Background: an optimization exercise with open tools, aiming at small area, a short achievable clock period and few clock cycles per item. Do not read the settings as production practice.
Only simulation tests tie the RTL to the original design; equivalence was not proved.
The clock port is modelled as an ideal driver; clocking choices that lean on that would not hold on a real chip.
Power figures rest on the tool's default switching activity, not on a simulated workload.

== JK ==
## overlap_split
module overlap_split #(
  parameter int SAMPLE_W = overlap_split_pkg::SAMPLE_W_DEF,
  parameter int HOP      = overlap_split_pkg::HOP_DEF
) (
  input  logic                clk,
  input  logic                reset,
  input  logic [SAMPLE_W-1:0] in_split_pcmSample,
  input  logic                in_split_valid,
  output logic                in_split_ready,
  output logic [SAMPLE_W-1:0] out_split_pcmSample,
  output logic                out_split_valid,
  input  logic                out_split_ready,
  output logic                out_split_last
);
  localparam int PH_W = (HOP > 1) ? $clog2(HOP) : 1;
  localparam int IN_W = $clog2(HOP + 1);
  localparam logic [PH_W-1:0] PH_LAST = PH_W'(HOP - 1);
  logic [PH_W-1:0]     phase_q;     
  logic [PH_W-1:0]     jo_q;        
  logic                half_q;      
  logic [IN_W-1:0]     ji_q;        
  logic                first_q;     
  logic                sync_q;      
  logic                gt_q;        
  logic                in_rdy_q;    
  ...
clock: 7.0 ns
lec_check: 0
cap_margin: 20
core_margin: 2
core_utilization: 50
cts_buf_list: sky130_fd_sc_hd__clkbuf_16
cts_cluster_diameter: 60
cts_cluster_size: 30
place_density: 0.65
setup_slack_margin: 4.5
slew_margin: 20
standard.sh (not shown) runs the stock make flow with config.mk's settings and CLKGATE_MAP_FILE= SYNTH_SCRIPT=/design/flow/synth_recipe.tcl, a recipe that flattens the netlist after the stock synthesis.
==> flow/flow/run.sh <==
#!/bin/bash
set -euo pipefail
here="$(pwd)"
bash standard.sh \
  "BUFFER_PORTS_ARGS=-buffer_cell sky130_fd_sc_hd__buf_1" \
  MATCH_CELL_FOOTPRINT=0 \
  "CTS_ARGS=-sink_clustering_enable -repair_clock_nets -sink_clustering_size 30 -sink_clustering_max_diameter 60 -buf_list sky130_fd_sc_hd__buf_12" \
  "POST_CTS_TCL=${here}/flow/extra_repair.tcl" \
  finish > standard_flow.log 2>&1
==> flow/flow/extra_repair.tcl <==
# Run after clock tree synthesis (POST_CTS_TCL hook). One more setup repair
# pass aimed at the paths from the inputs and between registers. For this
# pass only, the output delay is set to 0, so that repair does not stall on
# the register-to-output paths, whose delay (clock tree, flip-flop, output
# buffer) resizing cannot cut further. It aims 0.3 ns past the flow's own
# setup margin, as routing later adds delay to these paths. The design's
# output delay is put back before the database and constraints are written.
set my_outs [all_outputs]
set my_out_delay [expr {0.2 * $::env(FLOW_PERIOD_NS)}]
set_output_delay 0.0 -clock [get_clocks core_clock] $my_outs
estimate_parasitics -placement
repair_timing -setup -setup_margin [expr {$::env(SETUP_SLACK_MARGIN) + 0.3}] -repair_tns 100 -verbose
set_output_delay $my_out_delay -clock [get_clocks core_clock] $my_outs
detailed_placement
check_placement -verbose
estimate_parasitics -placement
report_worst_slack -max
JK finished all stages; the layout is clean.
Testbench counts of JK, summed over its fixed seeds: cycles 11,520, blocks 320.
For MS, these inputs were changed with respect to JK:
Settings: CORE_UTILIZATION: 50 -> 60; PLACE_DENSITY: 0.65 -> 0.7.
==> flow/flow/run.sh <==
#!/bin/bash
set -euo pipefail
bash standard.sh \
  "BUFFER_PORTS_ARGS=-buffer_cell sky130_fd_sc_hd__buf_1" \
  MATCH_CELL_FOOTPRINT=0 \
  finish > standard_flow.log 2>&1
removed: flow/flow/extra_repair.tcl
- MS does worse than JK on internal portion of total power.
- Against JK, MS comes in 0.67% higher on total power divided by cell area.
- MS ends up with a portion of total power attributed to combinational logic that is 0.3 points lower than in JK.
- MS ended up with out_split_last as its termination of the worst setup path; JK ended up with in_split_ready.
- Going from JK to MS, half-perimeter wire length after placement moved up, final worst-path cycle share higher.
- Portion of total power attributed to sequential cells for MS: 1.4 points down relative to JK
- Compared with JK, in MS routed via count level; initial core utilization higher.

* * *

Another version of the RTL of overlap_split (not shown whole).
Size: roughly 1,500 cells after synthesis, about 1,200 flip-flops, ~27,000 um^2 of cells after synthesis.
Design overlap_split, start of the top module:
module overlap_split #(
  parameter int SAMPLE_W = overlap_split_pkg::SAMPLE_W_DEF,
  parameter int HOP      = overlap_split_pkg::HOP_DEF
) (
  input  logic                clk,
  input  logic                reset,
  input  logic [SAMPLE_W-1:0] in_split_pcmSample,
  input  logic                in_split_valid,
  output logic                in_split_ready,
  output logic [SAMPLE_W-1:0] out_split_pcmSample,
  output logic                out_split_valid,
  input  logic                out_split_ready,
  output logic                out_split_last
);
  localparam int PH_W = (HOP > 1) ? $clog2(HOP) : 1;
  localparam int IN_W = $clog2(HOP + 1);
  localparam logic [PH_W-1:0] PH_LAST = PH_W'(HOP - 1);
  logic [PH_W-1:0]     phase_q;     
  logic [PH_W-1:0]     jo_q;        
  logic                half_q;      
  logic [IN_W-1:0]     ji_q;        
  logic                first_q;     
  logic                sync_q;      
  logic                gt_q;        
  logic                in_rdy_q;    
  logic [SAMPLE_W-1:0] out_data_q;
  logic                out_valid_q;
  logic                out_last_q;
  logic                wr_en;
  logic                load;
  logic [SAMPLE_W-1:0] ring_data;
  logic [PH_W-1:0]     phase_n;
  logic [PH_W-1:0]     jo_n;
  logic                eoh;         
  logic                sync_n;      
  logic                ge2;         
  logic                rdy_w;       
  logic                rdy_e;       
  logic                rdy_w1;      
  logic                rdy_e1;      
  logic                jo_pre;      
  assign in_split_ready = in_rdy_q;
  assign wr_en          = in_split_valid && in_rdy_q;
  assign load           = sync_q && gt_q && (!out_valid_q || out_split_ready);
  split_bank_ram #(
    .SAMPLE_W (SAMPLE_W),
    .DEPTH    (HOP)
  ) u_bank_ram (
    .clk     (clk),
    .wr_en   (in_rdy_q),
    .wr_data (in_split_pcmSample),
    .rd_data (ring_data)
  );
  always_comb begin
    phase_n = (phase_q == PH_LAST) ? '0 : phase_q + PH_W'(1);
    eoh     = (jo_q == PH_LAST);
    jo_n    = eoh ? '0 : jo_q + PH_W'(1);
    sync_n  = (phase_n == jo_n);
  ...
Settings: LEC_CHECK=0, CAP_MARGIN=20, CORE_MARGIN=2, CORE_UTILIZATION=50, CTS_BUF_LIST=sky130_fd_sc_hd__clkbuf_16, CTS_CLUSTER_DIAMETER=60, CTS_CLUSTER_SIZE=30, PLACE_DENSITY=0.65, SETUP_SLACK_MARGIN=4.6, SLEW_MARGIN=20; clock period 7.0 ns.
==> flow/flow/run.sh <==
#!/bin/bash
set -euo pipefail
here="$(pwd)"
bash standard.sh \
  "BUFFER_PORTS_ARGS=-buffer_cell sky130_fd_sc_hd__buf_1" \
  MATCH_CELL_FOOTPRINT=0 \
  "CTS_ARGS=-sink_clustering_enable -repair_clock_nets -sink_clustering_size 30 -sink_clustering_max_diameter 80 -buf_list sky130_fd_sc_hd__buf_12" \
  "POST_CTS_TCL=${here}/flow/extra_repair.tcl" \
  finish > standard_flow.log 2>&1
==> flow/flow/extra_repair.tcl <==
# Run after clock tree synthesis (POST_CTS_TCL hook). One more setup repair
# pass aimed at the paths from the inputs and between registers. For this
# pass only, the output delay is set to 0, so that repair does not stall on
# the register-to-output paths, whose delay (clock tree, flip-flop, output
# buffer) resizing cannot cut further. It aims 0.3 ns past the flow's own
# setup margin, as routing later adds delay to these paths. The design's
# output delay is put back before the database and constraints are written.
set my_outs [all_outputs]
set my_out_delay [expr {0.2 * $::env(FLOW_PERIOD_NS)}]
set_output_delay 0.0 -clock [get_clocks core_clock] $my_outs
estimate_parasitics -placement
repair_timing -setup -setup_margin [expr {$::env(SETUP_SLACK_MARGIN) + 0.3}] -repair_tns 100 -verbose
set_output_delay $my_out_delay -clock [get_clocks core_clock] $my_outs
detailed_placement
check_placement -verbose
estimate_parasitics -placement
report_worst_slack -max
The baseline finished clean.
Testbench counts at the start, summed over its fixed seeds: cycles 11,520, blocks 320.
Then changed:
--- a/flow/flow/extra_repair.tcl
+++ b/flow/flow/extra_repair.tcl
@@ -3,5 +3,5 @@
 # pass only, the output delay is set to 0, so that repair does not stall on
 # the register-to-output paths, whose delay (clock tree, flip-flop, output
-# buffer) resizing cannot cut further. It aims 0.3 ns past the flow's own
+# buffer) resizing cannot cut further. It aims 0.5 ns past the flow's own
 # setup margin, as routing later adds delay to these paths. The design's
 # output delay is put back before the database and constraints are written.
@@ -10,5 +10,5 @@
 set_output_delay 0.0 -clock [get_clocks core_clock] $my_outs
 estimate_parasitics -placement
-repair_timing -setup -setup_margin [expr {$::env(SETUP_SLACK_MARGIN) + 0.3}] -repair_tns 100 -verbose
+repair_timing -setup -setup_margin [expr {$::env(SETUP_SLACK_MARGIN) + 0.5}] -repair_tns 100 -verbose
 set_output_delay $my_out_delay -clock [get_clocks core_clock] $my_outs
 detailed_placement
SETUP_SLACK_MARGIN = 4.5   (was 4.6)
Outcome: Synthesized cell count is unchanged. Fmax shrinks slightly. Final cell count shrinks slightly. Global-route usage grows by 0.36 points. Worst setup slack gets worse by 0.017 ns. Critical path depth is unchanged. Design area shrinks slightly. Sequential cell count is unchanged. Wire length grows by a few percent.

static timing again, ports no longer ideal:
No port has a modelled driver above. Below, the same layouts with a new extraction and two added sets of constraints. Step 1, drivers: a clkbuf_16 drives clk and a buf_2 each remaining input, both assumed. Step 2 moves the port delays by t, midway between the first and last clock arrival at a register: inputs arrive t later, outputs are due t later. That takes back most of the time a late clock gives input paths. Slacks: ideal / step 1 / step 2; pairs: ideal / step 1.
run	t (ns)	setup slack, ns	worst data-port slew with drivers (ns)
JK	0.617	4.538 / 4.480 / 4.186	0.04
MS	0.665	4.493 / 4.440 / 3.889	0.05
the first run of note 2	0.604	4.573 / 4.517 / 4.273	0.07
the second run of note 2	0.606	4.556 / 4.500 / 4.277	0.07
After both steps setup and hold are still met in every run listed. The setup slack of MS, which loses most, moves by -0.053 ns with the drivers and by -0.604 ns with both steps.
